What follows belongs to an exercise in optimizing a design on an open flow for small area and a short achievable clock period; a production flow would make more cautious choices.
At most, simulation tests tie the RTL to the original design; equivalence was not proved.
Function not checked in run 1: the RTL went through the layout flow alone.
No activity file was given, so power comes from the tool's default toggle rates.

==> design.v <==
`default_nettype none
package alu_pkg;
	localparam int WIDTH   = 32;  
	localparam int LANES   = 4;   
	localparam int LATENCY = 3;   
	localparam int BLK     = 2;   
	localparam int NBLK    = WIDTH / BLK;
	typedef enum logic [2:0] {
		ADD = 3'd0,  
		SUB = 3'd1,  
		SEQ = 3'd2,  
		SNE = 3'd3,  
		SLT = 3'd4,  
		SGT = 3'd5,  
		SLE = 3'd6,  
		SGE = 3'd7   
	} alu_op_e;
endpackage
`default_nettype wire
`timescale 1ns/1ps
`default_nettype none
module op_dispatch (
	input  logic                                     clk,
	input  logic                                     arst_n,
	input  logic                                     in_valid,
	input  logic [2:0]                               op,
	input  logic [alu_pkg::LANES*alu_pkg::WIDTH-1:0] a_bus,
	input  logic [alu_pkg::LANES*alu_pkg::WIDTH-1:0] b_bus,
	output logic                                     req_valid,
	output logic [2:0]                               req_op,
	output logic                                     req_sub,   
	output logic [alu_pkg::LANES*alu_pkg::WIDTH-1:0] req_sum,   
	output logic [alu_pkg::LANES*alu_pkg::NBLK-1:0]  req_gen    
);
	localparam int WIDTH = alu_pkg::WIDTH;
	localparam int LANES = alu_pkg::LANES;
	localparam int BLK   = alu_pkg::BLK;
	localparam int NBLK  = alu_pkg::NBLK;
	logic                   sub;
	logic [LANES*WIDTH-1:0] b_eff;
	logic [LANES*WIDTH-1:0] sum_d;
	logic [LANES*NBLK-1:0]  gen_d;
	assign sub   = (op != alu_pkg::ADD);  
	assign b_eff = b_bus ^ {(LANES*WIDTH){sub}};
	genvar j, i;
	generate
		for (j = 0; j < LANES*NBLK; j++)
		begin : g_blk
			logic [BLK:0] c;
			assign c[0] = 1'b0;
			for (i = 0; i < BLK; i++)
			begin : g_bit
				assign sum_d[j*BLK+i] = a_bus[j*BLK+i] ^ b_eff[j*BLK+i] ^ c[i];
				assign c[i+1] = (a_bus[j*BLK+i] & b_eff[j*BLK+i])
					| (c[i] & (a_bus[j*BLK+i] ^ b_eff[j*BLK+i]));
			end
			assign gen_d[j] = c[BLK];
		end
	endgenerate
	always_ff @(posedge clk or negedge arst_n)
	begin
		if (!arst_n)
			req_valid <= 1'b0;
		else
			req_valid <= in_valid;
	end
	always_ff @(posedge clk)
	begin
		req_op  <= op;
		req_sub <= sub;
		req_sum <= sum_d;
		req_gen <= gen_d;
	end
endmodule
`default_nettype wire
`timescale 1ns/1ps
`default_nettype none
module alu_lane (
	input  logic                      clk,
	input  logic [2:0]                req_op,
	input  logic                      req_sub,   
	input  logic [alu_pkg::WIDTH-1:0] req_sum,   
	input  logic [alu_pkg::NBLK-1:0]  req_gen,   
	output logic [alu_pkg::WIDTH-1:0] result,
	output logic                      cout
);
	localparam int WIDTH = alu_pkg::WIDTH;
	localparam int BLK   = alu_pkg::BLK;
	localparam int NBLK  = alu_pkg::NBLK;
	logic             use_set;
	logic [NBLK-1:0]  prop;       
	logic [NBLK:0]    carry;      
	logic [WIDTH-1:0] sum;
	logic             equal;
	logic             set_bit;
	logic [WIDTH-1:0] lane_res;
	assign use_set = req_op[2] | req_op[1];
	assign carry[0] = req_sub;  
	genvar j, i;
	generate
		for (j = 0; j < NBLK; j++)
		begin : g_blk
			logic [BLK:0] t;
			assign prop[j]    = &req_sum[j*BLK +: BLK];
			assign carry[j+1] = req_gen[j] | (prop[j] & carry[j]);
			assign t[0]       = carry[j];
			for (i = 0; i < BLK; i++)
			begin : g_bit
				assign sum[j*BLK+i] = req_sum[j*BLK+i] ^ t[i];
				assign t[i+1]       = req_sum[j*BLK+i] & t[i];
			end
		end
	endgenerate
	assign equal = &prop;
	always_comb
	begin
		case (req_op)
			alu_pkg::SEQ: set_bit = equal;
			alu_pkg::SNE: set_bit = ~equal;
			alu_pkg::SLT: set_bit = ~carry[NBLK];
			alu_pkg::SGT: set_bit = carry[NBLK] & ~equal;
			alu_pkg::SLE: set_bit = ~carry[NBLK] | equal;
			default:      set_bit = carry[NBLK];  
		endcase
		lane_res = use_set ? {{(WIDTH-1){1'b0}}, set_bit} : sum;
	end
	always_ff @(posedge clk)
	begin
		result <= lane_res;
		cout   <= carry[NBLK];  
	end
endmodule
`default_nettype wire
`timescale 1ns/1ps
`default_nettype none
module result_collect (
	input  logic                                     clk,
	input  logic                                     arst_n,
	input  logic                                     req_valid,
	input  logic [alu_pkg::LANES*alu_pkg::WIDTH-1:0] res_result,
	input  logic [alu_pkg::LANES-1:0]                res_cout,
	output logic                                     out_valid,
	output logic [alu_pkg::LANES*alu_pkg::WIDTH-1:0] result_bus,
	output logic [alu_pkg::LANES-1:0]                carry_bus,
	output logic [alu_pkg::LANES-1:0]                zero_bus
);
	logic res_valid;
	always_ff @(posedge clk or negedge arst_n)
	begin
		if (!arst_n)
		begin
			res_valid <= 1'b0;
			out_valid <= 1'b0;
		end
		else
		begin
			res_valid <= req_valid;
			out_valid <= res_valid;
		end
	end
	always_ff @(posedge clk)
	begin
		result_bus <= res_result;
		carry_bus  <= res_cout;
		for (int n = 0; n < alu_pkg::LANES; n++)
			zero_bus[n] <= (res_result[n*alu_pkg::WIDTH +: alu_pkg::WIDTH] == '0);
	end
endmodule
`default_nettype wire
`timescale 1ns/1ps
`default_nettype none
module alu_array_top (
	input  logic         clk,
	input  logic         arst_n,
	input  logic         in_valid,
	input  logic [2:0]   op,          
	input  logic [127:0] a_bus,       
	input  logic [127:0] b_bus,
	output logic         out_valid,
	output logic [127:0] result_bus,
	output logic [3:0]   carry_bus,
	output logic [3:0]   zero_bus
);
	localparam int WIDTH = alu_pkg::WIDTH;
	localparam int LANES = alu_pkg::LANES;
	localparam int NBLK  = alu_pkg::NBLK;
	logic                   req_valid;
	logic [2:0]             req_op;
	logic                   req_sub;
	logic [LANES*WIDTH-1:0] req_sum;
	logic [LANES*NBLK-1:0]  req_gen;
	logic [LANES*WIDTH-1:0] res_result;
	logic [LANES-1:0]       res_cout;
	op_dispatch u_dispatch (
		.clk       (clk),
		.arst_n    (arst_n),
		.in_valid  (in_valid),
		.op        (op),
		.a_bus     (a_bus),
		.b_bus     (b_bus),
		.req_valid (req_valid),
		.req_op    (req_op),
		.req_sub   (req_sub),
		.req_sum   (req_sum),
		.req_gen   (req_gen)
	);
	genvar i;
	generate
		for (i = 0; i < LANES; i++)
		begin : g_lane
			alu_lane u_lane (
				.clk     (clk),
				.req_op  (req_op),
				.req_sub (req_sub),
				.req_sum (req_sum[i*WIDTH +: WIDTH]),
				.req_gen (req_gen[i*NBLK +: NBLK]),
				.result  (res_result[i*WIDTH +: WIDTH]),
				.cout    (res_cout[i])
			);
		end
	endgenerate
	result_collect u_collect (
		.clk        (clk),
		.arst_n     (arst_n),
		.req_valid  (req_valid),
		.res_result (res_result),
		.res_cout   (res_cout),
		.out_valid  (out_valid),
		.result_bus (result_bus),
		.carry_bus  (carry_bus),
		.zero_bus   (zero_bus)
	);
endmodule
`default_nettype wire
==> flow/run.sh <==
#!/bin/bash
# The standard layout, with the smallest buffer on every port instead of the
# one buffer_ports picks on its own, a clock tree of smaller buffers without
# dummy loads, and timing repair that aims well below the clock period.
set -euo pipefail
export BUFFER_PORTS_ARGS="-buffer_cell sky130_fd_sc_hd__buf_1"
export CTS_ARGS="-sink_clustering_enable -repair_clock_nets -dont_use_dummy_load -sink_clustering_size 20 -sink_clustering_max_diameter 80 -buf_list {sky130_fd_sc_hd__clkbuf_4 sky130_fd_sc_hd__clkbuf_8}"
export SETUP_SLACK_MARGIN=13.2
bash standard.sh > standard.log 2>&1
==> standard.sh <==
#!/bin/bash
# synth_recipe.tcl (not shown) runs the flow's synth.tcl, then flattens the netlist and writes it again
# the make line also repeats each setting of config.mk as NAME=value (left out here)
make -C /OpenROAD-flow-scripts/flow DESIGN_CONFIG=/design/flow/config.mk WORK_HOME=/design/flow/orfs CLKGATE_MAP_FILE= SYNTH_SCRIPT=/design/flow/synth_recipe.tcl "${@:-finish}"
==> config.mk <==
export PLATFORM = sky130hd
export DESIGN_NAME = alu_array_top
export DESIGN_NICKNAME = alu_array_top
export VERILOG_FILES = /design/flow/design.v
export SDC_FILE = /design/flow/constraint.sdc
export NUM_CORES = 4
export LEC_CHECK = 0
export CAP_MARGIN = 20
export CORE_MARGIN = 2
export CORE_UTILIZATION = 40
export SLEW_MARGIN = 20
export SYNTH_HIERARCHICAL = 1
==> constraint.sdc <==
create_clock -name core_clock -period 18.0 [get_ports {clk}]
set_input_delay 3.6000 -clock core_clock [delete_from_list [all_inputs] [get_ports {clk}]]
set_output_delay 3.6000 -clock core_clock [all_outputs]
set_load 0.01 [all_outputs]
==> impl_metrics.env, run 1 <==
export IMPL_total_power_w=0.00208
export IMPL_slew_headroom=0.332
export IMPL_r2r_start="u_dispatch.req_sub"
export IMPL_finalSetupTns_ns=0
export IMPL_grt_use_total=0.173
export IMPL_synth_top_cell_area_share=0.552
export IMPL_hp_class="register to register"
export IMPL_numCtsBuffers=28
export IMPL_hold_start="g_lane[2].u_lane.cout"
export IMPL_grt_pass1_vias=11031
export IMPL_yosys_top_cells_area="dfxtp_1 55%, xnor2_1 10%, ha_1 9.5%"
export IMPL_ys_seq_elements=467
export IMPL_setup_viol=0
export IMPL_nFillCells=3899
export IMPL_hold_path_end="u_collect.carry_bus[2]"
export IMPL_synth_edff_count=0
export IMPL_cp_start_kind="primary input"
export IMPL_drc=0
export IMPL_die_x_um=209
export IMPL_hpwl_um=29900
export IMPL_cp_max_fo=15
export IMPL_clkLatencyLatePin_ns=0.62
export IMPL_avgSynthCellArea_sq_um=13.0
export IMPL_via_per_inst=4.64
export IMPL_dr_pass1_iters=4
export IMPL_crit_required_ns=18.48
export IMPL_crit_arrival_ns=5.30
export IMPL_drtIter0Drc=308
export IMPL_grt_max_degree=53
export IMPL_yosysWarnings=9
export IMPL_endpoint_kind="register"
export IMPL_power_density_nw_per_um2=107
export IMPL_detailedPlace_worstSlack_ns=11.77
export IMPL_worstMarginPinSlew_ns=0.998
export IMPL_io_pin_count=399
export IMPL_port_buffers=398
export IMPL_synth_cells=1291
export IMPL_post_route_min_period_ns=4.81
export IMPL_rsz0062_at_grt="yes"
export IMPL_die_h_um=209
export IMPL_antenna_found_initial=4
export IMPL_maxSlewViolCount=0
export IMPL_finalWorstSetupSlack_ns=13.19
export IMPL_most_common_layout_cells="460 x dfxtp_1, 370 x buf_1, 186 x xnor2_1"
export IMPL_final_common_cell="dfxtp_1"
export IMPL_ys_types=45
export IMPL_cap_viol_max_count=0
export IMPL_vias=10395
export IMPL_gp_congestion=0.800
export IMPL_drive_above_1_share=0.0853
export IMPL_yosys_area_top_type="dfxtp_1"
export IMPL_cts_tree="yes"
export IMPL_fmax_mhz=208
export IMPL_h_tree_depth=1
export IMPL_ys_flop_type="dfxtp_1"
export IMPL_grt_pass1_wl_um=59300
export IMPL_routed_wl_um=38400
export IMPL_root_buffer="clkbuf_8"
export IMPL_startpoint="op[2]"
export IMPL_nets=2156
export IMPL_yosysSeqAreaShare=0.557
export IMPL_critPathKind="primary input to register"
export IMPL_final_hold_viol_count=0
export IMPL_reg2reg_slack_ns=15.32
export IMPL_leakage_nw=7.46
export IMPL_syn_cell_area_sq_um=16800
export IMPL_clkSinkCount=467
export IMPL_dieArea_sq_um=43700
export IMPL_area_growth_pct=15.8
export IMPL_r2r_cells=8
export IMPL_fp_row_count=75
export IMPL_clock_skew_ns=0.0552
export IMPL_syn_nets=1745
export IMPL_status="no timing/DRC/antenna violations"
export IMPL_clk_transition_reported_paths_ns=0.11
export IMPL_start_util=0.403
export IMPL_hold_path_depth=0
export IMPL_grt_ovfl_total=0
export IMPL_cts_buffer_depth=3
export IMPL_r2r_end="g_lane[3].u_lane.result[20]"
export IMPL_hold_buffers=0
export IMPL_min_period_over_period=0.267
export IMPL_vdd_drop_max_mv=0.0488
export IMPL_ys_async_sr_fraction=0.00642
export IMPL_wl_per_cell_um=17.1
export IMPL_ant_nets=0
export IMPL_coreArea_sq_um=41800
logic make-up after synthesis:
kind of cell             Yosys count  synth area share
flip-flops                       467             0.557
AO/OA/AOI/OAI                    120            0.0649
AND/OR/NAND/NOR                  285            0.0937
XOR/XNOR                         192             0.100
buffers and inverters             35            0.0132
adder cells (fa/ha/maj)          192             0.171
flip-flops by register name, indices dropped and copies added (netlist names):
| signal | count |
|---|---|
| g_lane.u_lane.result | 128 |
| u_collect.result_bus | 128 |
| u_dispatch.req_sum | 128 |
| u_dispatch.req_gen | 64 |
| g_lane.u_lane.cout | 4 |
| u_collect.carry_bus | 4 |
| u_collect.zero_bus | 4 |
| u_dispatch.req_op | 3 |
| u_collect.out_valid | 1 |
| u_collect.res_valid | 1 |
| u_dispatch.req_sub | 1 |
| u_dispatch.req_valid | 1 |
power by group:
part / switching [W] / internal (W)
Sequential: 0.0000996 / 0.00117
Clock: 0.000299 / 0.000140
Combinational: 0.000188 / 0.000182
Total: 0.000587 / 0.00150
through the flow:
step                hold slack, ns  instances  utilization  area [sq um]
finish                       0.326       2240        0.466         19500
global route                 0.341       2239        0.466         19500
CTS                          0.329       2238        0.465         19400
detailed placement           0.313       2206        0.453         18900
global placement             0.314       2206        0.453         18900
floorplan                    0.310       1291            -         16900
critical path, cell delays in order:
cell and delay, ns:
buf_1 0.11, nor3_4 0.23, buf_4 0.16, buf_12 0.18, buf_16 0.19, xnor2_1 0.14, ha_1 0.19, fa_1 0.43
modules after synthesis, one instance, submodules excluded, a selection:
module / cells inside / flops+latches / times used
alu_lane: 160 / 33 / 4
op_dispatch: 469 / 197 / 1
result_collect: 182 / 138 / 1
cell usage after synthesis, types with 4 or more instances:
| cell | number |
|---|---|
| a211oi_1 | 4 |
| a21o_1 | 4 |
| a21oi_1 | 4 |
| a21oi_2 | 4 |
| a31o_1 | 8 |
| a31o_2 | 16 |
| a31o_4 | 4 |
| a31oi_1 | 20 |
| a31oi_4 | 8 |
| and2_1 | 60 |
| and4_1 | 4 |
| and4b_1 | 4 |
| buf_6 | 11 |
| clkbuf_1 | 12 |
| dfxtp_1 | 464 |
| fa_1 | 64 |
| ha_1 | 128 |
| inv_1 | 9 |
| nand2_1 | 32 |
| nand2b_1 | 4 |
| nand3_1 | 12 |
| nand4_1 | 24 |
| nor2_1 | 84 |
| nor3_1 | 8 |
| nor3_4 | 4 |
| nor3b_1 | 4 |
| nor4_1 | 28 |
| nor4_2 | 4 |
| o2111ai_1 | 4 |
| o21a_2 | 4 |
| o21ai_0 | 4 |
| o21ai_1 | 12 |
| o21ai_2 | 4 |
| o21ba_2 | 4 |
| o21bai_1 | 8 |
| o31ai_1 | 4 |
| o31ai_4 | 4 |
| or2_2 | 4 |
| or3_1 | 4 |
| or3b_1 | 4 |
| xnor2_1 | 192 |
layer usage:
metal  track usage  vias up  part of all wire
met5             0        -            0.0015
met4        0.0485        8             0.022
met3        0.0316       58             0.051
met2         0.296      259              0.47
met1         0.225     4892              0.45
li1              -     5178                 -
layout make-up:
| type | count | area [sq um] | share of cell area |
|---|---|---|---|
| sequential | 467 | 9370 | 0.481 |
| timing repair buffer | 407 | 1700 | 0.0873 |
| tap | 539 | 674 | 0.0346 |
| antenna | 1 | 2.50 | 0.000129 |
| inverter | 9 | 33.8 | 0.00174 |
| clock buffer | 28 | 385 | 0.0198 |
| multi-input combinational | 789 | 7310 | 0.375 |
worst max-delay path by stage:
stage                                    endpoint  cells past startpoint  slack (ns)
after floorplan            u_dispatch.req_sum[11]                      6       13.01
after global placement    u_dispatch.req_sum[113]                      7       11.91
after detailed placement  u_dispatch.req_sum[115]                      7       11.77
after CTS                 u_dispatch.req_sum[115]                      7       13.18
after global routing       u_dispatch.req_sum[55]                      6       13.16
final                     u_dispatch.req_sum[115]                      8       13.19
repair_timing:
| action | CTS | global route |
|---|---|---|
| gates cloned | 2 | 1 |
| setup endpoints to repair | 148 | 49 |
| pin swaps | 1 | 0 |
| buffers inserted | 2 | 0 |
| resized for setup | 28 | 14 |
==> run 2, diff against run 1 <==
--- a/design.v
+++ b/design.v
@@ -5,6 +5,7 @@
 	localparam int LATENCY = 3;   
 	localparam int BLK     = 2;   
 	localparam int NBLK    = WIDTH / BLK;
+	localparam int GBITS   = 8;   
 	typedef enum logic [2:0] {
 		ADD = 3'd0,  
 		SUB = 3'd1,  
@@ -86,49 +87,87 @@
 );
 	localparam int WIDTH = alu_pkg::WIDTH;
 	localparam int BLK   = alu_pkg::BLK;
-	localparam int NBLK  = alu_pkg::NBLK;
+	localparam int GBITS = alu_pkg::GBITS;
+	localparam int NGRP  = WIDTH / GBITS;
 	logic             use_set;
-	logic [NBLK-1:0]  prop;       
-	logic [NBLK:0]    carry;      
 	logic [WIDTH-1:0] sum;
 	logic             equal;
 	logic             set_bit;
 	logic [WIDTH-1:0] lane_res;
 	assign use_set = req_op[2] | req_op[1];
-	assign carry[0] = req_sub;  
-	genvar j, i;
-	generate
-		for (j = 0; j < NBLK; j++)
-		begin : g_blk
-			logic [BLK:0] t;
-			assign prop[j]    = &req_sum[j*BLK +: BLK];
-			assign carry[j+1] = req_gen[j] | (prop[j] & carry[j]);
-			assign t[0]       = carry[j];
-			for (i = 0; i < BLK; i++)
-			begin : g_bit
-				assign sum[j*BLK+i] = req_sum[j*BLK+i] ^ t[i];
-				assign t[i+1]       = req_sum[j*BLK+i] & t[i];
-			end
-		end
-	endgenerate
-	assign equal = &prop;
+	logic [NGRP:0]   grp_carry;  
+	logic [NGRP-1:0] grp_all1;   
+	assign grp_carry[0] = req_sub;  
+	genvar q;
+	generate
+		for (q = 0; q < NGRP; q++)
+		begin : g_grp
+			sum_group u_grp (
+				.bsum  (req_sum[q*GBITS +: GBITS]),
+				.bgen  (req_gen[q*GBITS/BLK +: GBITS/BLK]),
+				.cin   (grp_carry[q]),
+				.clear (use_set),
+				.sum   (sum[q*GBITS +: GBITS]),
+				.cout  (grp_carry[q+1]),
+				.all1  (grp_all1[q])
+			);
+		end
+	endgenerate
+	assign equal = &grp_all1;
 	always_comb
 	begin
 		case (req_op)
 			alu_pkg::SEQ: set_bit = equal;
 			alu_pkg::SNE: set_bit = ~equal;
-			alu_pkg::SLT: set_bit = ~carry[NBLK];
-			alu_pkg::SGT: set_bit = carry[NBLK] & ~equal;
-			alu_pkg::SLE: set_bit = ~carry[NBLK] | equal;
-			default:      set_bit = carry[NBLK];  
+			alu_pkg::SLT: set_bit = ~grp_carry[NGRP];
+			alu_pkg::SGT: set_bit = grp_carry[NGRP] & ~equal;
+			alu_pkg::SLE: set_bit = ~grp_carry[NGRP] | equal;
+			default:      set_bit = grp_carry[NGRP];  
 		endcase
-		lane_res = use_set ? {{(WIDTH-1){1'b0}}, set_bit} : sum;
+		lane_res = {sum[WIDTH-1:1], sum[0] | (use_set & set_bit)};
 	end
 	always_ff @(posedge clk)
 	begin
 		result <= lane_res;
-		cout   <= carry[NBLK];  
-	end
+		cout   <= grp_carry[NGRP];  
+	end
+endmodule
+`default_nettype wire
+`default_nettype none
+module sum_group (
+	input  logic [alu_pkg::GBITS-1:0]             bsum,  
+	input  logic [alu_pkg::GBITS/alu_pkg::BLK-1:0] bgen,  
+	input  logic                                  cin,
+	input  logic                                  clear,  
+	output logic [alu_pkg::GBITS-1:0]             sum,
+	output logic                                  cout,
+	output logic                                  all1   
+);
+	localparam int BLK   = alu_pkg::BLK;
+	localparam int NB    = alu_pkg::GBITS / BLK;
+	logic [NB-1:0] prop;    
+	logic [NB:0]   carry;   
+	logic [NB:0]   gen;     
+	assign carry[0] = cin;
+	assign gen[0]   = 1'b0;
+	genvar j, i;
+	generate
+		for (j = 0; j < NB; j++)
+		begin : g_blk
+			logic [BLK:0] t;
+			assign prop[j]    = &bsum[j*BLK +: BLK];
+			assign carry[j+1] = bgen[j] | (prop[j] & carry[j]);
+			assign gen[j+1]   = bgen[j] | (prop[j] & gen[j]);
+			assign t[0] = carry[j];
+			for (i = 0; i < BLK; i++)
+			begin : g_bit
+				assign sum[j*BLK+i] = ~clear & (bsum[j*BLK+i] ^ t[i]);
+				assign t[i+1]       = bsum[j*BLK+i] & t[i];
+			end
+		end
+	endgenerate
+	assign all1 = &prop;
+	assign cout = gen[NB] | (all1 & cin);  
 endmodule
 `default_nettype wire
 `timescale 1ns/1ps
==> impl_metrics.env, run 2 <==
export IMPL_status="no timing/DRC/antenna violations"
export IMPL_fp_row_count=74
export IMPL_cts_tree="yes"
export IMPL_ys_flop_type="dfxtp_1"
export IMPL_min_period_over_period=0.264
export IMPL_io_pin_count=399
export IMPL_grt_pass1_wl_um=55100
export IMPL_yosysSeqAreaShare=0.571
export IMPL_post_route_min_period_ns=4.76
export IMPL_r2r_cells=10
export IMPL_most_common_layout_cells="461 x dfxtp_1, 362 x buf_1, 186 x xnor2_1"
export IMPL_combPwrFrac=0.173
export IMPL_ys_async_sr_fraction=0.00642
export IMPL_hold_path_depth=0
export IMPL_p_seq_frac=0.615
export IMPL_area_growth_pct=16.7
export IMPL_vdd_drop_max_mv=0.0570
export IMPL_drc=0
export IMPL_crit_buf_inv=1
export IMPL_syn_cell_area_sq_um=16400
export IMPL_cts_buffer_depth=3
export IMPL_yosys_area_top_type="dfxtp_1"
export IMPL_clkLatencyLatePin_ns=0.62
export IMPL_port_buffers=398
export IMPL_antenna_found_initial=2
export IMPL_vias=10268
export IMPL_grt_pass1_vias=10405
export IMPL_start_util=0.403
export IMPL_via_per_inst=4.61
export IMPL_gp_congestion=0.824
export IMPL_p_sw_w=0.000562
export IMPL_ys_seq_elements=467
export IMPL_final_hold_viol_count=0
export IMPL_slew_headroom=0.533
export IMPL_hp_class="register to register"
export IMPL_r2r_start="u_dispatch.req_sum[69]"
export IMPL_setup_viol=0
export IMPL_coreArea_sq_um=40600
export IMPL_nFillCells=3740
export IMPL_final_common_cell="dfxtp_1"
export IMPL_synthTopCellsByCount="464 x dfxtp_1, 192 x xnor2_1, 128 x ha_1"
export IMPL_numCtsBuffers=28
export IMPL_total_power_w=0.00205
export IMPL_syn_nets=1725
export IMPL_die_x_um=206
export IMPL_dr_pass1_iters=4
export IMPL_grt_max_degree=65
export IMPL_critical_path_cell_chain="clkbuf_2"
export IMPL_rsz0062_at_grt="no"
export IMPL_cp_top_family="flip-flops"
export IMPL_worstMarginPinSlew_ns=0.699
export IMPL_pwr_share_clk=0.212
export IMPL_wl_per_cell_um=16.8
export IMPL_cp_start_kind="register"
export IMPL_synth_most_common_cell="dfxtp_1"
export IMPL_drtIter0Drc=322
export IMPL_crit_required_ns=14.40
export IMPL_dieArea_sq_um=42600
export IMPL_synth_top_cell_area_share=0.567
export IMPL_cp_max_fo=1
export IMPL_routed_wl_um=37300
export IMPL_dpl_cell_count=2190
export IMPL_hpwl_um=27900
export IMPL_yosysWarnings=9
export IMPL_endpoint_kind="output port"
export IMPL_cp_num_cells=1
export IMPL_die_h_um=206
export IMPL_swShare=0.274
export IMPL_yosys_top_cells_area="dfxtp_1 57%, xnor2_1 10%, ha_1 9.8%"
export IMPL_h_tree_depth=1
export IMPL_leakage_nw=7.44
export IMPL_clock_skew_ns=0.0725
export IMPL_cap_viol_max_count=0
export IMPL_avgSynthCellArea_sq_um=12.9
export IMPL_crit_arrival_ns=1.16
export IMPL_synth_edff_count=0
export IMPL_fmax_mhz=210
export IMPL_root_buffer="clkbuf_8"
export IMPL_ys_types=26
export IMPL_clkSinkCount=467
export IMPL_cpPeakStageDelay_ns=0.40
export IMPL_startpoint="u_collect.result_bus[69]"
export IMPL_grt_ovfl_total=0
export IMPL_slowest_stage="dfxtp_1"
export IMPL_ant_nets=0
export IMPL_grt_use_total=0.168
export IMPL_maxSlewViolCount=0
export IMPL_nets=2148
export IMPL_synth_cells=1271
export IMPL_finalSetupTns_ns=0
export IMPL_critPathKind="register to output port"
export IMPL_hold_start="g_lane[0].u_lane.cout"
export IMPL_finalNonFillerCells=2225
export IMPL_intPower_w=0.00149
export IMPL_power_density_nw_per_um2=107
export IMPL_reg_largest_list="g_lane.u_lane.result: 128 flops, u_collect.result_bus: 128 flops, u_dispatch.req_sum: 128 flops"
export IMPL_drive_above_1_share=0.0644
export IMPL_hold_buffers=0
export IMPL_clk_transition_reported_paths_ns=0.11
-- run 2: what timing repair did --
item                                    in CTS  in global routing
endpoints found under the setup margin     146                 21
resized for setup                           24                 18
pin swaps                                    1                  0
cloned                                       2                  1
buffers inserted                             1                  0
endpoints found under the hold margin        0                  0
-- run 2: power by group through the flow --
| stage | sequential [W] | combinational, W | clock (W) |
|---|---|---|---|
| CTS | 0.00126 | 0.000360 | 0.000457 |
| global route | 0.00128 | 0.000407 | 0.000493 |
| detailed placement | 0.00129 | 0.000352 | 0 |
| global placement | 0.00129 | 0.000342 | 0 |
| finish | 0.00126 | 0.000355 | 0.000435 |
| floorplan | 0.00128 | 0.000216 | 0 |
-- run 2: final cells by class --
| class | instances | area [sq um] | share of cell area |
|---|---|---|---|
| Timing Repair Buffer | 407 | 1750 | 0.0916 |
| Sequential cell | 467 | 9370 | 0.490 |
| Clock buffer | 28 | 385 | 0.0202 |
| Inverter | 45 | 169 | 0.00883 |
| Multi-Input combinational cell | 745 | 6780 | 0.354 |
| Antenna cell | 1 | 2.50 | 0.000131 |
| Tap cell | 532 | 666 | 0.0348 |
-- run 2: stage by stage --
stage | util | hold slack (ns) | instance area (sq um) | setup WS (ns)
floorplan | - | 0.310 | 16500 | 13.03
finish | 0.470 | 0.250 | 19100 | 13.24
global route | 0.470 | 0.243 | 19100 | 13.19
detailed placement | 0.456 | 0.313 | 18500 | 12.27
global placement | 0.455 | 0.310 | 18500 | 12.35
CTS | 0.468 | 0.243 | 19000 | 13.20
-- run 2: logic make-up after synthesis --
family | synth area share
AO/OA/AOI/OAI | 0.0483
flip-flops | 0.571
adder cells (fa/ha/maj) | 0.176
buffers and inverters | 0.0191
AND/OR/NAND/NOR | 0.0828
XOR/XNOR | 0.103
-- run 2: per-module statistics from Yosys (local to each module, per instance), a selection --
module          flops+latches  area, sq um
alu_lane                   33          718
result_collect            138         3060
sum_group                   0          196
op_dispatch               197         7310
-- run 2: final timing paths --
check | endpoint | slack, ns
worst max register to register | g_lane[2].u_lane.result[28] | 15.05
worst min-delay path | u_collect.carry_bus[0] | 0.25
min in group asynchronous | u_collect.out_valid | 2.78
worst min register to register | u_collect.carry_bus[0] | 0.25
worst max-delay path | result_bus[69] | 13.24
max in group asynchronous | u_dispatch.req_valid | 15.07
-- run 2: per-layer routing --
| layer | GRT usage | vias up | wire length (um) |
|---|---|---|---|
| met4 | 0.0520 | 2 | 852 |
| li1 | - | 5119 | - |
| met3 | 0.0248 | 47 | 1890 |
| met2 | 0.290 | 249 | 18200 |
| met1 | 0.217 | 4851 | 16400 |
| met5 | 0 | - | 13 |
==> run 3, diff against run 2 <==
==> flow/run.sh (replaced) <==
#!/bin/bash
# The standard layout, with the smallest buffer on every port instead of the
# one buffer_ports picks on its own, a clock tree of smaller buffers without
# dummy loads, and timing repair that aims well below the clock period.
set -euo pipefail
export BUFFER_PORTS_ARGS="-buffer_cell sky130_fd_sc_hd__buf_1"
export CTS_ARGS="-sink_clustering_enable -repair_clock_nets -dont_use_dummy_load -sink_clustering_size 30 -sink_clustering_max_diameter 100 -buf_list {sky130_fd_sc_hd__clkbuf_16}"
export SETUP_SLACK_MARGIN=13.2
bash standard.sh > standard.log 2>&1
==> impl_metrics.env, run 3 <==
export IMPL_endpoint_kind="register"
export IMPL_r2r_start="u_dispatch.req_sum[68]"
export IMPL_wl_per_cell_um=17.3
export IMPL_p_seq_frac=0.600
export IMPL_r2r_cells=10
export IMPL_die_h_um=206
export IMPL_yosysSeqAreaShare=0.571
export IMPL_synth_cells=1271
export IMPL_finalSetupTns_ns=0
export IMPL_gp_congestion=0.824
export IMPL_vias=10299
export IMPL_finalWorstSetupSlack_ns=13.21
export IMPL_nFillCells=3732
export IMPL_ys_types=26
export IMPL_min_period_over_period=0.266
export IMPL_pwr_share_clk=0.231
export IMPL_clkSinkCount=467
export IMPL_area_growth_pct=17.4
export IMPL_antenna_found_initial=3
export IMPL_rsz0062_at_grt="yes"
export IMPL_drtIter0Drc=368
export IMPL_final_hold_viol_count=0
export IMPL_routed_wl_um=38400
export IMPL_drc=0
export IMPL_nets=2142
export IMPL_coreArea_sq_um=40600
export IMPL_dieArea_sq_um=42600
export IMPL_final_core_util=0.473
export IMPL_detailedPlace_worstSlack_ns=12.27
export IMPL_drive_above_1_share=0.0386
export IMPL_clk_transition_reported_paths_ns=0.11
export IMPL_ant_nets=0
export IMPL_hpwl_um=27900
export IMPL_critPathKind="primary input to register"
export IMPL_h_tree_depth=1
export IMPL_fmax_mhz=209
export IMPL_most_common_layout_cells="464 x dfxtp_1, 397 x buf_1, 186 x xnor2_1"
export IMPL_port_buffers=398
export IMPL_start_util=0.403
export IMPL_die_x_um=206
export IMPL_slew_headroom=0.521
export IMPL_startpoint="op[2]"
export IMPL_io_pin_count=399
export IMPL_numCtsBuffers=19
export IMPL_swShare=0.267
export IMPL_yosysWarnings=9
export IMPL_fp_row_count=74
export IMPL_crit_arrival_ns=5.21
export IMPL_synth_most_common_cell="dfxtp_1"
export IMPL_leakage_nw=7.38
export IMPL_cp_start_kind="primary input"
export IMPL_combPwrFrac=0.169
export IMPL_r2r_end="g_lane[2].u_lane.result[28]"
export IMPL_clock_skew_ns=0.0398
export IMPL_hold_path_end="u_collect.carry_bus[3]"
export IMPL_avgSynthCellArea_sq_um=12.9
export IMPL_syn_cell_area_sq_um=16400
export IMPL_clkLatencyLatePin_ns=0.54
export IMPL_status="no timing/DRC/antenna violations"
export IMPL_synthTopCellsByCount="464 x dfxtp_1, 192 x xnor2_1, 128 x ha_1"
export IMPL_syn_nets=1725
export IMPL_yosys_top_cells_area="dfxtp_1 57%, xnor2_1 10%, ha_1 9.8%"
export IMPL_reg2reg_slack_ns=15.05
export IMPL_reg_largest_list="g_lane.u_lane.result: 128 flops, u_collect.result_bus: 128 flops, u_dispatch.req_sum: 128 flops"
export IMPL_ys_flop_type="dfxtp_1"
export IMPL_worstMarginPinSlew_ns=0.717
export IMPL_grt_use_total=0.172
export IMPL_root_buffer="clkbuf_16"
export IMPL_ys_seq_elements=467
export IMPL_cp_max_fo=17
export IMPL_dr_pass1_iters=4
export IMPL_hp_class="register to register"
export IMPL_cts_tree="yes"
export IMPL_maxSlewViolCount=0
export IMPL_regArea_sq_um=9360
export IMPL_grt_max_degree=33
export IMPL_grt_ovfl_total=0
export IMPL_synth_top_cell_area_share=0.567
export IMPL_crit_required_ns=18.42
export IMPL_cap_viol_max_count=0
export IMPL_hold_start="g_lane[3].u_lane.cout"
export IMPL_yosys_area_top_type="dfxtp_1"
export IMPL_ys_async_sr_fraction=0.00642
export IMPL_multiInputGateArea_sq_um=6780
export IMPL_vdd_drop_max_mv=0.0718
export IMPL_hold_path_depth=0
export IMPL_via_per_inst=4.64
export IMPL_p_sw_w=0.000563
export IMPL_synth_edff_count=0
export IMPL_grt_pass1_vias=10364
export IMPL_final_common_cell="dfxtp_1"
export IMPL_cts_buffer_depth=3
export IMPL_grt_pass1_wl_um=55800
export IMPL_post_route_min_period_ns=4.79
export IMPL_intPower_w=0.00154
export IMPL_setup_viol=0
export IMPL_power_density_nw_per_um2=109
run 3: cell count changes in the layout (fill, tap and decap cells not counted), moves of 16 or more:
cell and change:
clkbuf_16 +20, clkbuf_2 -16, buf_1 +35, buf_2 -19, clkbuf_8 -28
run 3: routing by layer:
metal	vias up	global-route usage	routed length, um	part of all wire
li1	5117	-	-	-
met1	4903	0.221	16900	0.44
met2	230	0.300	18900	0.49
met3	47	0.0235	1710	0.045
met4	2	0.0485	876	0.023
met5	-	0	13	0.00034
run 3: metrics by stage:
step	instances	power (W)	area, sq um	hold WS, ns
floorplan	1271	0.00149	16500	0.310
global placement	2188	0.00163	18500	0.310
detailed placement	2190	0.00164	18500	0.313
CTS	2214	0.00214	19200	0.335
global route	2220	0.00223	19200	0.343
finish	2220	0.00211	19200	0.337
run 3: cells by family (layout without fill, tap and decap cells):
group                      after synthesis  after routing  share of synthesized area
other                                    0              2                          0
DFF                                    467            467                      0.571
adders and majority gates              192            192                      0.176
AOI/OAI and AO/OA                      112            112                     0.0483
and+or+nand+nor                        249            249                     0.0828
xor gates and xnor gates               192            192                      0.103
buffers and inverters                   59            474                     0.0191
run 3: power groups by stage:
stage,combinational [W],clock [W],sequential [W]
finish,0.000355,0.000486,0.00126
global route,0.000407,0.000543,0.00128
CTS,0.000361,0.000511,0.00127
detailed placement,0.000352,0,0.00129
global placement,0.000342,0,0.00129
floorplan,0.000216,0,0.00128
run 3: how the worst max path moves through the flow:
stage	endpoint	depth (start not counted)
after detailed placement	u_dispatch.req_sum[85]	6
after CTS	u_dispatch.req_sum[45]	7
after floorplan	u_dispatch.req_sum[101]	6
after global placement	u_dispatch.req_sum[85]	6
final	u_dispatch.req_sum[123]	7
after global routing	u_dispatch.req_sum[97]	7
run 3: area by class of cell:
cell class	instances	share of cell area
Antenna cell	2	0.000260
Sequential cell	467	0.487
Multi-Input combinational cell	745	0.352
Timing Repair Buffer	410	0.0929
Tap cell	532	0.0346
Inverter	45	0.00878
Clock buffer	19	0.0247
run 3: per-module statistics from Yosys, one instance, submodules excluded, a selection:
module / copies in the design / flip-flops and latches / area (sq um) / cells
sum_group: 16 / 0 / 196 / 28
result_collect: 1 / 138 / 3060 / 182
op_dispatch: 1 / 197 / 7310 / 469
alu_lane: 4 / 33 / 718 / 43
run 3: what timing repair did:
item | CTS | global route
hold buffers | 0 | 0
gates resized for setup | 3 | 3
pin swaps | 1 | 0
buffers inserted | 1 | 0
cloned | 4 | 2
setup endpoints to repair | 131 | 56
run 3: critical path: stages:
cell and delay, ns:
buf_1 0.12, nor3_4 0.23, buf_12 0.21, buf_16 0.21, xnor2_1 0.17, ha_1 0.20, fa_1 0.41
==> run 4, diff against run 3 <==
==> flow/run.sh (replaced) <==
#!/bin/bash
# The standard layout, with the smallest buffer on every port instead of the
# one buffer_ports picks on its own, a clock tree of smaller buffers without
# dummy loads, and timing repair that aims well below the clock period.
set -euo pipefail
export BUFFER_PORTS_ARGS="-buffer_cell sky130_fd_sc_hd__buf_1"
export CTS_ARGS="-sink_clustering_enable -repair_clock_nets -dont_use_dummy_load -sink_clustering_size 20 -sink_clustering_max_diameter 50 -buf_list {sky130_fd_sc_hd__clkbuf_4 sky130_fd_sc_hd__clkbuf_8}"
export SETUP_SLACK_MARGIN=13.2
bash standard.sh > standard.log 2>&1
==> impl_metrics.env, run 4 <==
export IMPL_grt_pass1_wl_um=56300
export IMPL_synth_most_common_cell="dfxtp_1"
export IMPL_yosys_area_top_type="dfxtp_1"
export IMPL_grt_use_total=0.176
export IMPL_clkLatencyLatePin_ns=0.62
export IMPL_yosys_top_cells_area="dfxtp_1 57%, xnor2_1 10%, ha_1 9.8%"
export IMPL_finalNonFillerCells=2241
export IMPL_ys_seq_elements=467
export IMPL_clk_transition_reported_paths_ns=0.09
export IMPL_critPathKind="primary input to register"
export IMPL_hpwl_um=27900
export IMPL_grt_pass1_vias=10541
export IMPL_synth_top_cell_area_share=0.567
export IMPL_synth_cells=1271
export IMPL_most_common_layout_cells="464 x dfxtp_1, 388 x buf_1, 186 x xnor2_1"
export IMPL_intPower_w=0.00156
export IMPL_rsz0062_at_grt="yes"
export IMPL_min_period_over_period=0.265
export IMPL_clkSinkCount=467
export IMPL_dieArea_sq_um=42600
export IMPL_vias=10381
export IMPL_io_pin_count=399
export IMPL_final_common_cell="dfxtp_1"
export IMPL_fmax_mhz=210
export IMPL_grt_max_degree=34
export IMPL_ys_flop_type="dfxtp_1"
export IMPL_yosysWarnings=9
export IMPL_via_per_inst=4.63
export IMPL_final_hold_viol_count=0
export IMPL_maxSlewViolCount=0
export IMPL_area_growth_pct=17.9
export IMPL_vdd_drop_max_mv=0.0540
export IMPL_h_tree_depth=2
export IMPL_drive_above_1_share=0.0562
export IMPL_clock_skew_ns=0.0622
export IMPL_total_power_w=0.00214
export IMPL_syn_cell_area_sq_um=16400
export IMPL_synthTopCellsByCount="464 x dfxtp_1, 192 x xnor2_1, 128 x ha_1"
export IMPL_nFillCells=3742
export IMPL_pwr_share_clk=0.243
export IMPL_wl_per_cell_um=17.2
export IMPL_yosys_area_share_simple=0.0828
export IMPL_synth_compound_area_frac=0.0483
export IMPL_ant_nets=0
export IMPL_post_route_min_period_ns=4.77
export IMPL_syn_nets=1725
export IMPL_synth_fa_ha_area_frac=0.176
export IMPL_crit_arrival_ns=5.25
export IMPL_endpoint_kind="register"
export IMPL_numCtsBuffers=42
export IMPL_drtIter0Drc=374
export IMPL_start_util=0.403
export IMPL_power_density_nw_per_um2=111
export IMPL_placed_area_sq_um=18500
export IMPL_cp_start_kind="primary input"
export IMPL_routed_wl_um=38600
export IMPL_combPwrFrac=0.166
export IMPL_leakage_nw=7.47
export IMPL_slew_headroom=0.530
export IMPL_root_buffer="clkbuf_8"
export IMPL_cts_buffer_depth=3
export IMPL_dr_pass1_iters=4
export IMPL_reg_largest_list="g_lane.u_lane.result: 128 flops, u_collect.result_bus: 128 flops, u_dispatch.req_sum: 128 flops"
export IMPL_drc=0
export IMPL_avgSynthCellArea_sq_um=12.9
export IMPL_cp_max_fo=32
export IMPL_die_x_um=206
export IMPL_nets=2164
export IMPL_finalSetupTns_ns=0
export IMPL_fp_row_count=74
export IMPL_port_buffers=398
export IMPL_ys_types=26
export IMPL_synth_edff_count=0
export IMPL_ys_async_sr_fraction=0.00642
export IMPL_status="no timing/DRC/antenna violations"
export IMPL_swShare=0.271
export IMPL_cts_tree="yes"
export IMPL_antenna_found_initial=2
export IMPL_synth_xor_area_frac=0.103
export IMPL_dpl_cell_count=2190
export IMPL_synthMuxAreaShare=0
export IMPL_yosysSeqAreaShare=0.571
export IMPL_crit_required_ns=18.48
export IMPL_coreArea_sq_um=40600
export IMPL_p_seq_frac=0.591
export IMPL_die_h_um=206
export IMPL_final_area_sq_um=19300
export IMPL_synth_top_family_by_area="adder cells"
export IMPL_grt_ovfl_total=0
export IMPL_p_sw_w=0.000581
export IMPL_cap_viol_max_count=0
export IMPL_setup_viol=0
export IMPL_final_core_util=0.475
export IMPL_gp_congestion=0.824
export IMPL_hp_class="register to register"
export IMPL_worstMarginPinSlew_ns=0.705
-- run 4: Yosys stat by module (local to each module, per instance), a selection --
module,cells,cell area (sq um),times used
op_dispatch,469,7310,1
result_collect,182,3060,1
alu_lane,43,718,4
sum_group,28,196,16
-- run 4: final timing paths --
check                                  startpoint                     endpoint  slack [ns]  cells past startpoint
max                                         op[2]       u_dispatch.req_sum[49]       13.23                      7
min                         g_lane[0].u_lane.cout       u_collect.carry_bus[0]        0.28                      0
max reg2reg                u_dispatch.req_sum[69]  g_lane[2].u_lane.result[28]       15.03                     10
min reg2reg                 g_lane[0].u_lane.cout       u_collect.carry_bus[0]        0.28                      0
max in group asynchronous                  arst_n         u_dispatch.req_valid       15.03                      1
min in group asynchronous                  arst_n          u_collect.out_valid        2.82                      1
-- run 4: kinds of logic (layout without fill, tap and decap cells) --
group	after synthesis	in the layout
AO/OA/AOI/OAI	112	112
XOR/XNOR	192	192
adder cells (fa/ha/maj)	192	192
buffers and inverters	59	496
flip-flops	467	467
other	0	1
AND/OR/NAND/NOR	249	249
-- run 4: layout make-up --
| cell class | count | area, sq um | area share |
|---|---|---|---|
| clock buffer | 42 | 578 | 0.0299 |
| antenna | 1 | 2.50 | 0.000130 |
| multi-input combinational | 745 | 6780 | 0.351 |
| sequential | 467 | 9360 | 0.485 |
| tap | 532 | 666 | 0.0345 |
| timing repair buffer | 409 | 1760 | 0.0913 |
| inverter | 45 | 169 | 0.00874 |
-- run 4: worst max-delay path: stages --
cell	delay [ns]
buf_1	0.12
nor3_4	0.23
buf_12	0.17
buf_12	0.12
buf_16	0.28
xnor2_1	0.23
fa_1	0.46
-- run 4: power groups by stage --
stage	sequential, W	clock (W)	combinational [W]
3_3_place_gp	0.00129	0	0.000342
4_1_cts	0.00127	0.000546	0.000362
5_1_grt	0.00128	0.000582	0.000407
3_5_place_dp	0.00129	0	0.000352
2_1_floorplan	0.00128	0	0.000216
6_report	0.00126	0.000521	0.000355
-- run 4: layer usage --
layer  vias up  GRT usage  share of wire
met2       264      0.299           0.48
met5         -          0        0.00034
li1       5155          -              -
met4         2     0.0673          0.028
met1      4895      0.220           0.44
met3        65     0.0326          0.050
-- run 4: timing repair --
| item | in CTS | in global routing |
|---|---|---|
| cloned | 3 | 1 |
| hold buffers | 0 | 0 |
| gates resized for setup | 12 | 2 |
| pin swaps | 1 | 0 |
| setup endpoints to repair | 137 | 34 |
| buffers inserted | 2 | 0 |
-- run 4: through the flow --
step,setup WS (ns),hold slack [ns]
final,13.23,0.284
after global routing,13.18,0.294
after CTS,13.20,0.285
after detailed placement,12.27,0.313
after global placement,12.35,0.310
after floorplan,13.03,0.310
==> run 5, diff against run 4 <==
==> flow/run.sh (replaced) <==
#!/bin/bash
# The standard layout, with the smallest buffer on every port instead of the
# one buffer_ports picks on its own, a clock tree of smaller buffers without
# dummy loads, and timing repair that aims well below the clock period.
set -euo pipefail
export BUFFER_PORTS_ARGS="-buffer_cell sky130_fd_sc_hd__buf_1"
export CTS_ARGS="-sink_clustering_enable -repair_clock_nets -dont_use_dummy_load -sink_clustering_size 18 -sink_clustering_max_diameter 60 -buf_list {sky130_fd_sc_hd__clkbuf_4 sky130_fd_sc_hd__clkbuf_8}"
export SETUP_SLACK_MARGIN=13.2
bash standard.sh > standard.log 2>&1
==> impl_metrics.env, run 5 <==
export IMPL_h_tree_depth=2
export IMPL_synthMuxAreaShare=0
export IMPL_rsz0062_at_grt="yes"
export IMPL_finalNonFillerCells=2233
export IMPL_yosysWarnings=9
export IMPL_synth_edff_count=0
export IMPL_p_sw_w=0.000575
export IMPL_grt_ovfl_total=0
export IMPL_clk_transition_reported_paths_ns=0.09
export IMPL_power_density_nw_per_um2=110
export IMPL_hold_buffers=0
export IMPL_gp_congestion=0.824
export IMPL_port_buffers=398
export IMPL_cp_start_kind="primary input"
export IMPL_swShare=0.274
export IMPL_critPathKind="primary input to register"
export IMPL_min_period_over_period=0.264
export IMPL_final_core_util=0.472
export IMPL_vias=10314
export IMPL_worstMarginPinSlew_ns=0.998
export IMPL_antenna_found_initial=3
export IMPL_grt_use_total=0.172
export IMPL_syn_nets=1725
export IMPL_most_common_layout_cells="464 x dfxtp_1, 388 x buf_1, 186 x xnor2_1"
export IMPL_intPower_w=0.00153
export IMPL_ys_flop_type="dfxtp_1"
export IMPL_leakage_nw=7.40
export IMPL_maxSlewViolCount=0
export IMPL_finalSetupTns_ns=0
export IMPL_hpwl_um=27900
export IMPL_coreArea_sq_um=40600
export IMPL_area_growth_pct=17.0
export IMPL_cap_viol_max_count=0
export IMPL_dr_pass1_iters=4
export IMPL_synth_most_common_cell="dfxtp_1"
export IMPL_cpPeakStageDelay_ns=0.41
export IMPL_synth_compound_area_frac=0.0483
export IMPL_cp_max_fo=32
export IMPL_cts_tree="yes"
export IMPL_yosysSeqAreaShare=0.571
export IMPL_ant_nets=0
export IMPL_numCtsBuffers=35
export IMPL_drive_above_1_share=0.0512
export IMPL_die_h_um=206
export IMPL_synth_xor_area_frac=0.103
export IMPL_slew_headroom=0.333
export IMPL_io_pin_count=399
export IMPL_reg_largest_list="g_lane.u_lane.result: 128 flops, u_collect.result_bus: 128 flops, u_dispatch.req_sum: 128 flops"
export IMPL_synth_top_family_by_area="adder cells"
export IMPL_setup_viol=0
export IMPL_drc=0
export IMPL_whs_ns=0.276
export IMPL_avgSynthCellArea_sq_um=12.9
export IMPL_slowest_stage="fa_1"
export IMPL_p_seq_frac=0.602
export IMPL_clkSinkCount=467
export IMPL_hp_class="register to register"
export IMPL_yosys_top_cells_area="dfxtp_1 57%, xnor2_1 10%, ha_1 9.8%"
export IMPL_grt_pass1_vias=10433
export IMPL_synth_cells=1271
export IMPL_fp_row_count=74
export IMPL_syn_cell_area_sq_um=16400
export IMPL_combPwrFrac=0.169
export IMPL_crit_buf_inv=3
export IMPL_dpl_cell_count=2190
export IMPL_endpoint_kind="register"
export IMPL_ys_types=26
export IMPL_synth_top_cell_area_share=0.567
export IMPL_ys_async_sr_fraction=0.00642
export IMPL_via_per_inst=4.62
export IMPL_nets=2155
export IMPL_post_route_min_period_ns=4.76
export IMPL_clkLatencyLatePin_ns=0.60
export IMPL_synth_fa_ha_area_frac=0.176
export IMPL_pwr_share_clk=0.230
export IMPL_wl_per_cell_um=17.2
export IMPL_dieArea_sq_um=42600
export IMPL_crit_arrival_ns=5.23
export IMPL_synthTopCellsByCount="464 x dfxtp_1, 192 x xnor2_1, 128 x ha_1"
export IMPL_status="no timing/DRC/antenna violations"
export IMPL_root_buffer="clkbuf_8"
export IMPL_fmax_mhz=210
export IMPL_start_util=0.403
export IMPL_grt_pass1_wl_um=55600
export IMPL_routed_wl_um=38300
export IMPL_crit_required_ns=18.47
export IMPL_cts_buffer_depth=3
export IMPL_cp_top_family="buffers and inverters"
export IMPL_yosys_area_top_type="dfxtp_1"
export IMPL_ys_seq_elements=467
export IMPL_final_common_cell="dfxtp_1"
export IMPL_drtIter0Drc=337
export IMPL_critical_path_cell_chain="buf_1 -> nor3_4 -> buf_12 -> buf_16 -> xnor2_1 -> ha_1 -> fa_1"
export IMPL_vdd_drop_max_mv=0.0462
export IMPL_clock_skew_ns=0.0605
export IMPL_yosys_area_share_simple=0.0828
export IMPL_grt_max_degree=65
export IMPL_final_hold_viol_count=0
export IMPL_die_x_um=206
==> run 5: cell counts after synthesis <==
No cell type changed its count.
==> run 5: power groups by stage <==
stage / combinational [W] / sequential (W) / clock (W)
2_1_floorplan: 0.000216 / 0.00128 / 0
3_3_place_gp: 0.000342 / 0.00129 / 0
3_5_place_dp: 0.000352 / 0.00129 / 0
4_1_cts: 0.000360 / 0.00127 / 0.000506
5_1_grt: 0.000406 / 0.00128 / 0.000543
6_report: 0.000355 / 0.00126 / 0.000482
==> run 5: cell families after synthesis <==
group           after synthesis
fa+ha+maj                   192
compound gates              112
flops                       467
xor+xnor                    192
buf+inv                      59
simple gates                249
==> run 5: repair_timing <==
| action | 4_1_cts | 5_1_grt |
|---|---|---|
| setup buffers | 1 | 0 |
| resized for setup | 8 | 5 |
| pin swaps | 1 | 0 |
| setup endpoints to repair | 133 | 14 |
| cloned | 2 | 2 |
| endpoints found under the hold margin | 0 | 0 |
==> run 5: area by class of cell <==
| type | count | area [sq um] |
|---|---|---|
| inverter | 45 | 169 |
| tap | 532 | 666 |
| clock buffer | 35 | 482 |
| fill | 3746 | 21500 |
| multi-input combinational | 745 | 6780 |
| antenna | 2 | 5.00 |
| sequential | 467 | 9360 |
| timing repair buffer | 407 | 1720 |
==> run 5: final timing paths <==
check,from,end,slack (ns),cells past startpoint
min in group asynchronous,arst_n,u_collect.out_valid,2.80,1
worst min-delay path,g_lane[0].u_lane.cout,u_collect.carry_bus[0],0.28,0
max in group asynchronous,arst_n,u_collect.out_valid,15.05,1
worst max-delay path,op[2],u_dispatch.req_sum[99],13.24,7
worst max register to register,u_dispatch.req_sum[69],g_lane[2].u_lane.result[28],15.04,10
worst min register to register,g_lane[0].u_lane.cout,u_collect.carry_bus[0],0.28,0
==> run 5: routing by layer <==
| layer | vias to the layer above | wire length [um] | GRT usage |
|---|---|---|---|
| met2 | 247 | 18500 | 0.291 |
| met4 | 2 | 879 | 0.0541 |
| li1 | 5135 | - | - |
| met3 | 58 | 2060 | 0.0393 |
| met1 | 4872 | 16800 | 0.218 |
| met5 | - | 13 | 0 |
==> run 5: Yosys stat by module (local to each module, per instance), a selection <==
module / cells / flops+latches
alu_lane: 43 / 33
op_dispatch: 469 / 197
result_collect: 182 / 138
sum_group: 28 / 0
==> run 5: per-stage QoR <==
stage	instance area, sq um	worst slack, ns	total power [W]
3_3_place_gp	18500	12.35	0.00163
4_1_cts	19100	13.20	0.00213
2_1_floorplan	16500	13.03	0.00149
3_5_place_dp	18500	12.27	0.00164
6_report	19200	13.24	0.00210
5_1_grt	19200	13.19	0.00223
==> run 6, diff against run 5 <==
--- a/design.v
+++ b/design.v
@@ -38,40 +38,68 @@
 	localparam int BLK   = alu_pkg::BLK;
 	localparam int NBLK  = alu_pkg::NBLK;
 	logic                   sub;
-	logic [LANES*WIDTH-1:0] b_eff;
 	logic [LANES*WIDTH-1:0] sum_d;
 	logic [LANES*NBLK-1:0]  gen_d;
-	assign sub   = (op != alu_pkg::ADD);  
-	assign b_eff = b_bus ^ {(LANES*WIDTH){sub}};
+	assign sub = (op != alu_pkg::ADD);  
+	genvar n;
+	generate
+		for (n = 0; n < LANES; n++)
+		begin : g_add
+			lane_add u_add (
+				.op  (op),
+				.a   (a_bus[n*WIDTH +: WIDTH]),
+				.b   (b_bus[n*WIDTH +: WIDTH]),
+				.sum (sum_d[n*WIDTH +: WIDTH]),
+				.gen (gen_d[n*NBLK +: NBLK])
+			);
+		end
+	endgenerate
+	always_ff @(posedge clk or negedge arst_n)
+	begin
+		if (!arst_n)
+			req_valid <= 1'b0;
+		else
+			req_valid <= in_valid;
+	end
+	always_ff @(posedge clk)
+	begin
+		req_op  <= op;
+		req_sub <= sub;
+		req_sum <= sum_d;
+		req_gen <= gen_d;
+	end
+endmodule
+`default_nettype wire
+`default_nettype none
+module lane_add (
+	input  logic [2:0]                op,
+	input  logic [alu_pkg::WIDTH-1:0] a,
+	input  logic [alu_pkg::WIDTH-1:0] b,
+	output logic [alu_pkg::WIDTH-1:0] sum,
+	output logic [alu_pkg::NBLK-1:0]  gen
+);
+	localparam int WIDTH = alu_pkg::WIDTH;
+	localparam int BLK   = alu_pkg::BLK;
+	localparam int NBLK  = alu_pkg::NBLK;
+	logic             sub;
+	logic [WIDTH-1:0] b_eff;
+	assign sub   = (op != alu_pkg::ADD);
+	assign b_eff = b ^ {WIDTH{sub}};
 	genvar j, i;
 	generate
-		for (j = 0; j < LANES*NBLK; j++)
+		for (j = 0; j < NBLK; j++)
 		begin : g_blk
 			logic [BLK:0] c;
 			assign c[0] = 1'b0;
 			for (i = 0; i < BLK; i++)
 			begin : g_bit
-				assign sum_d[j*BLK+i] = a_bus[j*BLK+i] ^ b_eff[j*BLK+i] ^ c[i];
-				assign c[i+1] = (a_bus[j*BLK+i] & b_eff[j*BLK+i])
-					| (c[i] & (a_bus[j*BLK+i] ^ b_eff[j*BLK+i]));
+				assign sum[j*BLK+i] = a[j*BLK+i] ^ b_eff[j*BLK+i] ^ c[i];
+				assign c[i+1] = (a[j*BLK+i] & b_eff[j*BLK+i])
+					| (c[i] & (a[j*BLK+i] ^ b_eff[j*BLK+i]));
 			end
-			assign gen_d[j] = c[BLK];
-		end
-	endgenerate
-	always_ff @(posedge clk or negedge arst_n)
-	begin
-		if (!arst_n)
-			req_valid <= 1'b0;
-		else
-			req_valid <= in_valid;
-	end
-	always_ff @(posedge clk)
-	begin
-		req_op  <= op;
-		req_sub <= sub;
-		req_sum <= sum_d;
-		req_gen <= gen_d;
-	end
+			assign gen[j] = c[BLK];
+		end
+	endgenerate
 endmodule
 `default_nettype wire
 `timescale 1ns/1ps
--- a/flow/run.sh
+++ b/flow/run.sh
@@ -5,5 +5,5 @@
 set -euo pipefail
 export BUFFER_PORTS_ARGS="-buffer_cell sky130_fd_sc_hd__buf_1"
 export CTS_ARGS="-sink_clustering_enable -repair_clock_nets -dont_use_dummy_load -sink_clustering_size 18 -sink_clustering_max_diameter 60 -buf_list {sky130_fd_sc_hd__clkbuf_4 sky130_fd_sc_hd__clkbuf_8}"
-export SETUP_SLACK_MARGIN=13.2
+export SETUP_SLACK_MARGIN=13.3
 bash standard.sh > standard.log 2>&1
==> impl_metrics.env, run 6 <==
export IMPL_status="no timing/DRC/antenna violations"
export IMPL_coreArea_sq_um=40700
export IMPL_worstMarginPinSlew_ns=1.01
export IMPL_most_common_layout_cells="400 x dfxtp_1, 262 x buf_1, 192 x xnor2_1"
export IMPL_drtIter0Drc=290
export IMPL_leakage_nw=7.92
export IMPL_endpoint_kind="register"
export IMPL_setup_viol=0
export IMPL_placed_area_sq_um=18500
export IMPL_gp_congestion=0.835
export IMPL_root_buffer="clkbuf_8"
export IMPL_yosys_area_top_type="dfxtp_1"
export IMPL_synth_compound_area_frac=0.0481
export IMPL_finalSetupTns_ns=0
export IMPL_area_growth_pct=19.8
export IMPL_slew_headroom=0.325
export IMPL_final_common_cell="dfxtp_1"
export IMPL_crit_required_ns=18.43
export IMPL_die_h_um=207
export IMPL_power_density_nw_per_um2=107
export IMPL_synth_xor_area_frac=0.102
export IMPL_synth_fa_ha_area_frac=0.175
export IMPL_ys_flop_type="dfxtp_1"
export IMPL_grt_max_degree=33
export IMPL_wl_per_cell_um=15.6
export IMPL_finalWorstSetupSlack_ns=13.34
export IMPL_fp_row_count=74
export IMPL_die_x_um=207
export IMPL_grt_pass1_vias=10442
export IMPL_synth_top_family_by_area="adder cells"
export IMPL_total_power_w=0.00211
export IMPL_yosys_top_cells_area="dfxtp_1 57%, xnor2_1 10%, ha_1 9.7%"
export IMPL_io_pin_count=399
export IMPL_clkSinkCount=467
export IMPL_clkLatencyLatePin_ns=0.59
export IMPL_multiInputGateArea_sq_um=6780
export IMPL_critPathKind="primary input to register"
export IMPL_grt_pass1_wl_um=52600
export IMPL_cts_buffer_depth=3
export IMPL_syn_cell_area_sq_um=16400
export IMPL_regArea_sq_um=9440
export IMPL_h_tree_depth=2
export IMPL_yosysSeqAreaShare=0.570
export IMPL_cts_tree="yes"
export IMPL_r2r_start="u_dispatch.req_sub"
export IMPL_cp_max_fo=32
export IMPL_via_per_inst=4.55
export IMPL_detailedPlace_worstSlack_ns=12.43
export IMPL_dr_pass1_iters=4
export IMPL_hp_class="register to register"
export IMPL_final_area_sq_um=19700
export IMPL_vias=10168
export IMPL_final_hold_viol_count=0
export IMPL_nFillCells=3747
export IMPL_cap_viol_max_count=0
export IMPL_drive_above_1_share=0.158
export IMPL_fmax_mhz=214
export IMPL_crit_arrival_ns=5.10
export IMPL_dieArea_sq_um=42700
export IMPL_routed_wl_um=34900
export IMPL_ys_async_sr_fraction=0.00642
export IMPL_syn_nets=1726
export IMPL_maxSlewViolCount=0
export IMPL_antenna_found_initial=0
export IMPL_synth_edff_count=0
export IMPL_nets=2157
export IMPL_synthTopCellsByCount="464 x dfxtp_1, 192 x xnor2_1, 128 x ha_1"
export IMPL_grt_ovfl_total=0
export IMPL_yosysWarnings=9
export IMPL_post_route_min_period_ns=4.66
export IMPL_min_period_over_period=0.259
export IMPL_start_util=0.403
export IMPL_ys_types=25
export IMPL_reg_largest_list="g_lane.u_lane.result: 128 flops, u_collect.result_bus: 128 flops, u_dispatch.req_sum: 128 flops"
export IMPL_avgSynthCellArea_sq_um=12.9
export IMPL_ys_seq_elements=467
export IMPL_startpoint="op[1]"
export IMPL_synth_top_cell_area_share=0.565
export IMPL_synthMuxAreaShare=0
export IMPL_clock_skew_ns=0.0736
export IMPL_synth_cells=1272
export IMPL_grt_use_total=0.158
export IMPL_ant_nets=0
export IMPL_hold_start="g_lane[1].u_lane.result[3]"
export IMPL_numCtsBuffers=36
export IMPL_vdd_drop_max_mv=0.0433
export IMPL_drc=0
export IMPL_hpwl_um=27400
export IMPL_yosys_area_share_simple=0.0862
export IMPL_port_buffers=398
export IMPL_cp_start_kind="primary input"
export IMPL_rsz0062_at_grt="yes"
export IMPL_synth_most_common_cell="dfxtp_1"
export IMPL_clk_transition_reported_paths_ns=0.10
## run 6: through the flow
| step | cells | util | hold WS [ns] |
|---|---|---|---|
| floorplan | 1272 | - | 0.310 |
| global placement | 2194 | 0.454 | 0.313 |
| detailed placement | 2194 | 0.454 | 0.316 |
| CTS | 2230 | 0.479 | 0.307 |
| global route | 2233 | 0.483 | 0.311 |
| finish | 2234 | 0.483 | 0.306 |
## run 6: final cells by class
| type | count | share of cell area |
|---|---|---|
| Inverter | 44 | 0.00839 |
| Multi-Input combinational cell | 749 | 0.344 |
| Clock buffer | 36 | 0.0252 |
| Timing Repair Buffer | 405 | 0.108 |
| Sequential cell | 467 | 0.480 |
| Antenna cell | 1 | 0.000127 |
| Tap cell | 532 | 0.0338 |
## run 6: worst paths after layout
path	to	slack, ns	cells past startpoint
worst max-delay path	u_dispatch.req_sum[43]	13.34	6
worst min-delay path	u_collect.result_bus[35]	0.31	0
worst max register to register	g_lane[2].u_lane.result[28]	15.07	8
worst min register to register	u_collect.result_bus[35]	0.31	0
max in group asynchronous	u_collect.out_valid	15.01	1
min in group asynchronous	u_dispatch.req_valid	2.83	1
## run 6: report_power, final
part,internal (W),switching (W)
clock network,0.000180,0.000298
registers,0.00118,0.0000911
logic,0.000196,0.000171
total,0.00155,0.000560
## run 6: what timing repair did
item	CTS	global route
cloned	0	1
endpoints found under the setup margin	240	123
pin swaps	0	1
hold buffers	0	0
setup buffers	0	2
resized for setup	219	59
## run 6: metal layers
metal  GRT usage  vias up  wire, um
met5           0        -         0
met1       0.194     4722     15000
met3      0.0319       60      1800
li1            -     5146         -
met2       0.272      240     17100
met4      0.0661        0      1030
## run 6: logic make-up after synthesis
group	after synthesis
flip-flops	467
AND/OR/NAND/NOR	253
XOR/XNOR	192
adder cells (fa/ha/maj)	192
AO/OA/AOI/OAI	112
buffers and inverters	56
## run 6: per-module statistics from Yosys (local to each module, per instance), a selection
module | flops+latches | cell area, sq um | times used
op_dispatch | 197 | 3960 | 1
result_collect | 138 | 3060 | 1
lane_add | 0 | 851 | 4
alu_lane | 33 | 718 | 4
sum_group | 0 | 196 | 16
## run 6: worst max-delay path: stages
cell and delay [ns]:
clkbuf_2 0.18, nor3_4 0.25, buf_12 0.25, xnor2_1 0.16, ha_1 0.19, fa_1 0.41
==> run 7, diff against run 6 <==
--- a/flow/run.sh
+++ b/flow/run.sh
@@ -5,5 +5,5 @@
 set -euo pipefail
 export BUFFER_PORTS_ARGS="-buffer_cell sky130_fd_sc_hd__buf_1"
 export CTS_ARGS="-sink_clustering_enable -repair_clock_nets -dont_use_dummy_load -sink_clustering_size 18 -sink_clustering_max_diameter 60 -buf_list {sky130_fd_sc_hd__clkbuf_4 sky130_fd_sc_hd__clkbuf_8}"
-export SETUP_SLACK_MARGIN=13.3
+export SETUP_SLACK_MARGIN=13.28
 bash standard.sh > standard.log 2>&1
==> impl_metrics.env, run 7 <==
export IMPL_ys_seq_elements=467
export IMPL_setup_viol=0
export IMPL_nets=2157
export IMPL_clk_transition_reported_paths_ns=0.10
export IMPL_area_growth_pct=17.7
export IMPL_synthMuxAreaShare=0
export IMPL_cts_buffer_depth=3
export IMPL_synth_top_family_by_area="adder cells"
export IMPL_clock_skew_ns=0.0730
export IMPL_r2r_cells=8
export IMPL_r2r_start="u_dispatch.req_sub"
export IMPL_intPower_w=0.00154
export IMPL_yosys_top_cells_area="dfxtp_1 57%, xnor2_1 10%, ha_1 9.7%"
export IMPL_synth_edff_count=0
export IMPL_critPathKind="primary input to register"
export IMPL_gp_congestion=0.835
export IMPL_rsz0062_at_grt="yes"
export IMPL_synthTopCellsByCount="464 x dfxtp_1, 192 x xnor2_1, 128 x ha_1"
export IMPL_fp_row_count=74
export IMPL_drtIter0Drc=291
export IMPL_ys_async_sr_fraction=0.00642
export IMPL_reg_largest_list="g_lane.u_lane.result: 128 flops, u_collect.result_bus: 128 flops, u_dispatch.req_sum: 128 flops"
export IMPL_h_tree_depth=2
export IMPL_startpoint="op[1]"
export IMPL_hpwl_um=27400
export IMPL_final_core_util=0.475
export IMPL_grt_pass1_wl_um=52500
export IMPL_yosysWarnings=9
export IMPL_power_density_nw_per_um2=108
export IMPL_cts_tree="yes"
export IMPL_final_area_sq_um=19300
export IMPL_io_pin_count=399
export IMPL_status="no timing/DRC/antenna violations"
export IMPL_cap_viol_max_count=0
export IMPL_port_buffers=398
export IMPL_hp_class="register to register"
export IMPL_total_power_w=0.00209
export IMPL_p_seq_frac=0.603
export IMPL_start_util=0.403
export IMPL_grt_ovfl_total=0
export IMPL_dpl_cell_count=2194
export IMPL_die_x_um=207
export IMPL_ys_types=25
export IMPL_yosys_area_top_type="dfxtp_1"
export IMPL_syn_nets=1726
export IMPL_placed_area_sq_um=18500
export IMPL_via_per_inst=4.54
export IMPL_clkLatencyLatePin_ns=0.59
export IMPL_synth_most_common_cell="dfxtp_1"
==> run 7: layout make-up <==
class	instances	area, sq um	area share
Inverter	44	165	0.00854
Tap cell	532	666	0.0344
Sequential cell	467	9400	0.486
Multi-Input combinational cell	749	6780	0.350
Clock buffer	36	495	0.0256
Timing Repair Buffer	405	1830	0.0948
Antenna cell	2	5.00	0.000259
==> run 7: cell families (layout without fill, tap and decap cells) <==
group	after synthesis	count (layout)
buffers and inverters	56	485
and+or+nand+nor	253	253
xor gates and xnor gates	192	192
DFF	467	467
AOI/OAI and AO/OA	112	112
other	0	2
adders and majority gates	192	192
==> run 7: critical path: stages <==
cell,delay (ns)
clkbuf_2,0.18
nor3_4,0.25
buf_12,0.25
xnor2_1,0.16
ha_1,0.19
fa_1,0.41
==> run 7: power by group through the flow <==
stage | combinational, W | clock [W] | sequential, W
final | 0.000353 | 0.000478 | 0.00126
after global routing | 0.000406 | 0.000542 | 0.00128
after CTS | 0.000356 | 0.000506 | 0.00126
after detailed placement | 0.000343 | 0 | 0.00129
after global placement | 0.000337 | 0 | 0.00129
after floorplan | 0.000215 | 0 | 0.00128
==> run 7: worst min-delay path by stage <==
| stage | start | end | cells after the start |
|---|---|---|---|
| 5_1_grt | g_lane[1].u_lane.result[2] | u_collect.result_bus[34] | 0 |
| 3_3_place_gp | g_lane[1].u_lane.cout | u_collect.carry_bus[1] | 0 |
| 6_report | g_lane[1].u_lane.result[2] | u_collect.result_bus[34] | 0 |
| 4_1_cts | g_lane[1].u_lane.result[2] | u_collect.result_bus[34] | 0 |
| 3_5_place_dp | g_lane[0].u_lane.cout | u_collect.carry_bus[0] | 0 |
| 2_1_floorplan | g_lane[0].u_lane.cout | u_collect.carry_bus[0] | 0 |
==> run 7: what timing repair did <==
action,4_1_cts,5_1_grt
pin swaps,0,1
gates cloned,0,1
setup endpoints to repair,221,115
gates resized for setup,130,45
setup buffers,0,2
hold buffers,0,0
==> run 7: routing by layer <==
layer / vias up / track usage / part of all wire
met5: - / 0 / 0
met4: 0 / 0.0638 / 0.029
met3: 58 / 0.0309 / 0.055
met2: 249 / 0.272 / 0.49
met1: 4701 / 0.195 / 0.43
li1: 5148 / - / -
==> run 7: per-module statistics from Yosys, one instance, submodules excluded, a selection <==
| module | copies in the design | cell area, sq um | cells inside | flops+latches |
|---|---|---|---|---|
| alu_lane | 4 | 718 | 43 | 33 |
| lane_add | 4 | 851 | 68 | 0 |
| op_dispatch | 1 | 3960 | 198 | 197 |
| result_collect | 1 | 3060 | 182 | 138 |
| sum_group | 16 | 196 | 28 | 0 |
==> run 7: metrics by stage <==
stage | worst slack (ns) | hold slack (ns)
2_1_floorplan | 13.09 | 0.310
3_3_place_gp | 12.50 | 0.313
3_5_place_dp | 12.43 | 0.316
4_1_cts | 13.27 | 0.313
5_1_grt | 13.26 | 0.313
6_report | 13.34 | 0.310

Check on run 7: ideal ports give 13.341 ns setup slack; a clkbuf_16 on the clock port and buf_2 on the inputs give 13.299 ns; moving port delays by the midpoint clock arrival (0.593 ns) as well gives 12.741 ns.
